This design comes from an exercise in tuning for small area, a short achievable clock period and few clock cycles per item on the open sky130 flow, not from production work.
At most, simulation tests tie the RTL to the original design; equivalence was not proved.
Power is estimated from default activity; no workload was simulated.

==> flow/design.v <==
module mlp_sequencer #(
   parameter int N1        = 98,
   parameter int N2        = 10,
   parameter int W_K       = 4,
   parameter int W_X       = 8,
   parameter int W_OUT     = 16,
   parameter int ACT_SHIFT = 4,
   parameter int OUT_SHIFT = 8
) (
   input  logic                         clk,
   input  logic                         rstn,
   input  logic                         s_valid,
   output logic                         s_ready,
   input  logic [W_X-1:0]               s_data,
   output logic                         m_valid,
   input  logic                         m_ready,
   output logic [W_OUT-1:0]             m_data,
   output logic                         busy,
   output logic [1:0]                   w_sel,
   output logic [$clog2(N2+1)-1:0]      w_neuron,
   output logic [$clog2(N1/2+1)-1:0]    w_idx,
   input  logic [W_K-1:0]               w_data,
   output logic [W_K-1:0]               tanh_idx,
   input  logic [W_OUT-1:0]             tanh_data
);
   localparam int HALF   = N1 / 2;
   localparam int NEU_W  = $clog2(N2 + 1);
   localparam int IDX_W  = $clog2(N1 / 2 + 1);
   localparam int ACC1_W = W_X + W_K + $clog2(N1 + 2) - 1;    
   localparam int ACC2_W = W_OUT + W_K + $clog2(N2 + 1) - 1;  
   localparam int XW     = (W_OUT > W_X) ? W_OUT : W_X;
   localparam int TAP    = 2;    
   localparam logic signed [ACC1_W-1:0] T_MAX = ACC1_W'(2 ** (W_K - 1) - 1);
   localparam logic signed [ACC1_W-1:0] T_MIN = ACC1_W'(-(2 ** (W_K - 1)));
   logic                     r_l2;       
   logic                     r_out;      
   logic                     r_act;      
   logic [3:0]               r_pcnt;     
   logic                     r_first;    
   logic [1:0]               r_sel;
   logic [NEU_W-1:0]         r_neu;      
   logic [IDX_W-1:0]         r_idx;
   logic signed [XW-1:0]     r_x;        
   logic [W_K-1:0]           r_t;
   logic [ACC2_W-ACC1_W-1:0] r_yh;       
   logic                     r_m_valid;
   logic [N2*ACC1_W-1:0]     r_ring;
   logic                     r_mz, r_m2;  
   logic                     r_rdy;      
   logic                     r_neg0, r_one0, r_two0, r_neg1, r_one1, r_two1;
   logic                     w_bias, w_rdy, w_acc, w_last, w_mac, w_xld;
   logic [3:0]               w_pcnt;
   logic signed [XW-1:0]     w_x;
   logic [NEU_W-1:0]         w_neu_n;
   logic signed [ACC1_W-1:0] w_head, w_tap, w_sh;
   logic signed [ACC2_W-1:0] w_y;
   logic signed [ACC2_W-1:0] w_a, w_sum;
   logic [W_K-1:0]           w_t;
   assign w_head  = r_ring[ACC1_W-1:0];
   assign w_y     = {r_yh, r_ring[N2*ACC1_W-1 -: ACC1_W]};
   assign w_tap   = r_ring[TAP*ACC1_W +: ACC1_W];
   assign w_bias  = r_idx == IDX_W'(HALF);
   assign w_rdy   = r_rdy;
   assign w_acc   = s_valid && w_rdy;
   assign w_last  = r_pcnt == 4'd9;
   assign w_mac   = r_l2 || (!r_out && (r_act || w_bias || w_acc));
   always_comb begin
      if (r_l2 || r_out) w_pcnt = (r_pcnt == 4'd13) ? r_pcnt : r_pcnt + 1'b1;
      else if (!r_act) w_pcnt = 4'd1;
      else if (w_last && w_bias && r_sel != 2'd0) w_pcnt = '0;
      else w_pcnt = r_pcnt + 1'b1;
   end
   always_comb begin
      w_xld = 1'b1;
      w_x   = $signed(tanh_data);
      if (r_out) begin
         w_xld = r_pcnt == 4'd12;
         w_x   = XW'(w_y >>> OUT_SHIFT);
      end else if (!r_l2) begin
         w_xld = !r_act;
         w_x   = w_bias ? XW'(1) : XW'($signed(s_data));
      end else if (r_pcnt == 4'd10) begin
         w_x   = XW'(1);
      end
   end
   assign w_neu_n = (r_neu == NEU_W'(N2 - 1)) ? '0 : r_neu + 1'b1;
   assign s_ready  = rstn && w_rdy;
   assign busy     = rstn && !w_rdy;
   assign w_sel    = r_sel;
   assign w_neuron = r_neu;
   assign w_idx    = r_idx;
   assign tanh_idx = r_t;
   assign m_valid  = r_m_valid;
   assign m_data   = r_x;
   logic [XW:0]          b_x, b_x2, b_pp0, b_pp1;
   logic [ACC2_W-1:0]    c_r1, c_r2, c_s, c_c;
   assign b_x    = {r_x[XW-1], r_x};
   assign b_x2   = {r_x, 1'b0};
   assign b_pp0  = (({(XW+1){r_one0}} & b_x) | ({(XW+1){r_two0}} & b_x2)) ^ {(XW+1){r_neg0}};
   assign b_pp1  = (({(XW+1){r_one1}} & b_x) | ({(XW+1){r_two1}} & b_x2)) ^ {(XW+1){r_neg1}};
   assign w_a    = r_mz ? '0 : r_m2 ? w_y : ACC2_W'(w_head);
   assign c_r1   = {4'b1111, ~b_pp0[XW], b_pp0[XW], b_pp0[XW], b_pp0[XW-1:0]};
   assign c_r2   = {4'b0000, ~b_pp1[XW], b_pp1[XW-1:0], r_neg1, r_neg0};
   assign c_s    = w_a ^ c_r1 ^ c_r2;
   assign c_c    = (w_a & c_r1) | (w_a & c_r2) | (c_r1 & c_r2);
   logic [ACC2_W:0] c_sum;
   assign c_sum  = {c_s, r_neg1} + {c_c[ACC2_W-2:0], r_neg1, r_neg1};
   assign w_sum  = c_sum[ACC2_W:1];
   always_comb begin
      w_sh = w_tap >>> ACT_SHIFT;
      if (w_sh > T_MAX)      w_t = W_K'(2 ** W_K - 1);
      else if (w_sh < T_MIN) w_t = '0;
      else                   w_t = W_K'(w_sh) ^ W_K'(2 ** (W_K - 1));
   end
   always_ff @(posedge clk) begin
      r_ring <= {w_sum[ACC1_W-1:0], r_ring[N2*ACC1_W-1:ACC1_W]};
      r_neg0 <= w_mac & w_data[1];
      r_one0 <= w_mac & w_data[0];
      r_two0 <= w_mac & w_data[1] & ~w_data[0];
      r_neg1 <= w_mac & w_data[3] & ~(w_data[2] & w_data[1]);
      r_one1 <= w_mac & (w_data[2] ^ w_data[1]);
      r_two1 <= w_mac & ((w_data[3] & ~w_data[2] & ~w_data[1]) | (~w_data[3] & w_data[2] & w_data[1]));
      r_pcnt <= w_pcnt;
      r_mz   <= r_l2 ? r_pcnt == 4'd0 : r_first;
      r_m2   <= r_l2;
      if (w_xld) r_x <= w_x;
      r_t    <= w_t;
      r_yh   <= w_sum[ACC2_W-1:ACC1_W];
   end
   always_ff @(posedge clk) begin
      if (!rstn) begin
         r_l2      <= 1'b0;
         r_out     <= 1'b0;
         r_act     <= 1'b0;
         r_first   <= 1'b1;
         r_sel     <= '0;
         r_neu     <= '0;
         r_idx     <= '0;
         r_m_valid <= 1'b0;
         r_rdy     <= 1'b1;
      end else begin
         r_neu <= w_neu_n;
         if (r_out && r_pcnt == 4'd12) r_m_valid <= 1'b1;
         else if (m_ready) r_m_valid <= 1'b0;
         if (r_out) begin
            if (r_pcnt == 4'd13 && m_ready) begin
               r_out <= 1'b0;
               r_rdy <= 1'b1;
            end
         end else if (r_l2) begin
            r_idx <= IDX_W'(w_neu_n);
            if (r_pcnt == 4'd9) begin
               r_idx <= IDX_W'(N2);
            end else if (r_pcnt == 4'd10) begin
               r_l2    <= 1'b0;
               r_out   <= 1'b1;
               r_first <= 1'b1;
               r_sel   <= '0;
               r_idx   <= '0;
            end
         end else if (!r_act) begin
            if (w_bias) begin
               r_act <= 1'b1;
               r_rdy <= 1'b0;
            end else if (w_acc) begin
               if (|s_data) begin
                  r_act <= 1'b1;
                  r_rdy <= 1'b0;
               end else begin
                  r_idx <= r_idx + 1'b1;
                  r_rdy <= r_idx != IDX_W'(HALF - 1);
               end
            end
         end else if (w_last) begin
            r_act   <= 1'b0;
            r_first <= 1'b0;
            if (!w_bias) begin
               r_idx <= r_idx + 1'b1;
               r_rdy <= r_idx != IDX_W'(HALF - 1);
            end else if (r_sel == 2'd0) begin
               r_sel <= 2'd1;
               r_idx <= '0;
               r_rdy <= 1'b1;
            end else begin
               r_l2  <= 1'b1;
               r_sel <= 2'd2;
               r_idx <= IDX_W'(w_neu_n);
            end
         end
      end
   end
endmodule
clock: 8.0 ns
lec_check: 0
cap_margin: 20
core_margin: 2
core_utilization: 40
cts_buf_list: sky130_fd_sc_hd__clkbuf_16
cts_cluster_diameter: 150
cts_cluster_size: 30
setup_slack_margin: 4.45
slew_margin: 20
standard.sh (not shown) runs the stock make flow with config.mk's settings and CLKGATE_MAP_FILE= SYNTH_SCRIPT=/design/flow/synth_recipe.tcl, a recipe that flattens the netlist after the stock synthesis.
==> flow/flow/run.sh <==
#!/bin/bash
# Standard layout with two changes: port buffers are plain buf_2 cells, and
# after placement the reset port buffer keeps only the gates of s_ready and
# busy, while a new buffer drives the rest of the reset net (flow/iso.tcl).
set -e
export BUFFER_PORTS_ARGS="-buffer_cell sky130_fd_sc_hd__buf_2"
bash standard.sh place > standard_place.log 2>&1
RES=$PWD/orfs/results/sky130hd/mlp_sequencer/base
RES=$RES OUT=$RES/3_place.odb openroad -no_init -exit flow/iso.tcl > iso.log 2>&1
bash standard.sh finish > standard_finish.log 2>&1
Other scripts of this flow, unchanged in this note and not shown: flow/flow/iso.tcl
Testbench counts at the start, summed over its fixed seeds: cycles 89,766, items 96.
Then changed:
--- a/flow/design.v
+++ b/flow/design.v
@@ -90,24 +90,18 @@
    assign w_neuron = r_neu;
    assign w_idx    = r_idx;
    assign tanh_idx = r_t;
    assign m_valid  = r_m_valid;
    assign m_data   = r_x;
-   logic [XW:0]          b_x, b_x2, b_pp0, b_pp1;
-   logic [ACC2_W-1:0]    c_r1, c_r2, c_s, c_c;
+   logic [XW:0]      b_x, b_x2, b_pp0, b_pp1;
    assign b_x    = {r_x[XW-1], r_x};
    assign b_x2   = {r_x, 1'b0};
    assign b_pp0  = (({(XW+1){r_one0}} & b_x) | ({(XW+1){r_two0}} & b_x2)) ^ {(XW+1){r_neg0}};
    assign b_pp1  = (({(XW+1){r_one1}} & b_x) | ({(XW+1){r_two1}} & b_x2)) ^ {(XW+1){r_neg1}};
    assign w_a    = r_mz ? '0 : r_m2 ? w_y : ACC2_W'(w_head);
-   assign c_r1   = {4'b1111, ~b_pp0[XW], b_pp0[XW], b_pp0[XW], b_pp0[XW-1:0]};
-   assign c_r2   = {4'b0000, ~b_pp1[XW], b_pp1[XW-1:0], r_neg1, r_neg0};
-   assign c_s    = w_a ^ c_r1 ^ c_r2;
-   assign c_c    = (w_a & c_r1) | (w_a & c_r2) | (c_r1 & c_r2);
-   logic [ACC2_W:0] c_sum;
-   assign c_sum  = {c_s, r_neg1} + {c_c[ACC2_W-2:0], r_neg1, r_neg1};
-   assign w_sum  = c_sum[ACC2_W:1];
+   assign w_sum  = w_a + ACC2_W'($signed(b_pp0)) + ACC2_W'($signed({b_pp1, 2'b00}))
+                 + ACC2_W'({r_neg1, 1'b0, r_neg0});
    always_comb begin
       w_sh = w_tap >>> ACT_SHIFT;
       if (w_sh > T_MAX)      w_t = W_K'(2 ** W_K - 1);
       else if (w_sh < T_MIN) w_t = '0;
       else                   w_t = W_K'(w_sh) ^ W_K'(2 ** (W_K - 1));
Count of clock-buffer cells in the layout is unchanged.
Setup slack degrades by 0.0050 ns.
Critical path depth does not change.
Via count went up slightly.
Routed wire length rises by a few percent.
Die area barely changes.
Clock power stays flat.
Cell area climbs by a few percent.
No functional check of the RTL was part of the second run of this note.

port drivers added, routing unchanged:
How much do the figures lean on ideal ports? The routed layouts below were timed once more, with nothing changed but the port constraints. Step 1, drivers: a clkbuf_16 drives clk and a buf_2 each remaining input, both assumed. Step 2 moves the port delays by t, midway between the first and last clock arrival at a register: inputs arrive t later, outputs are due t later. That takes back most of the time a late clock gives input paths. Three values: no drivers, after step 1, after step 2; two values: the first two.
| run | shift t [ns] | slack for setup (ns) | worst hold slack (ns) |
|---|---|---|---|
| the first run | 0.512 | 4.448 / 4.414 / 4.414 | 0.321 / 0.321 / 0.321 |
| the second run | 0.512 | 4.443 / 4.403 / 4.380 | 0.322 / 0.322 / 0.322 |
After both steps setup and hold are still met in every run listed. The setup slack of the second run, which loses most, moves by -0.040 ns with the drivers and by -0.063 ns with both steps.
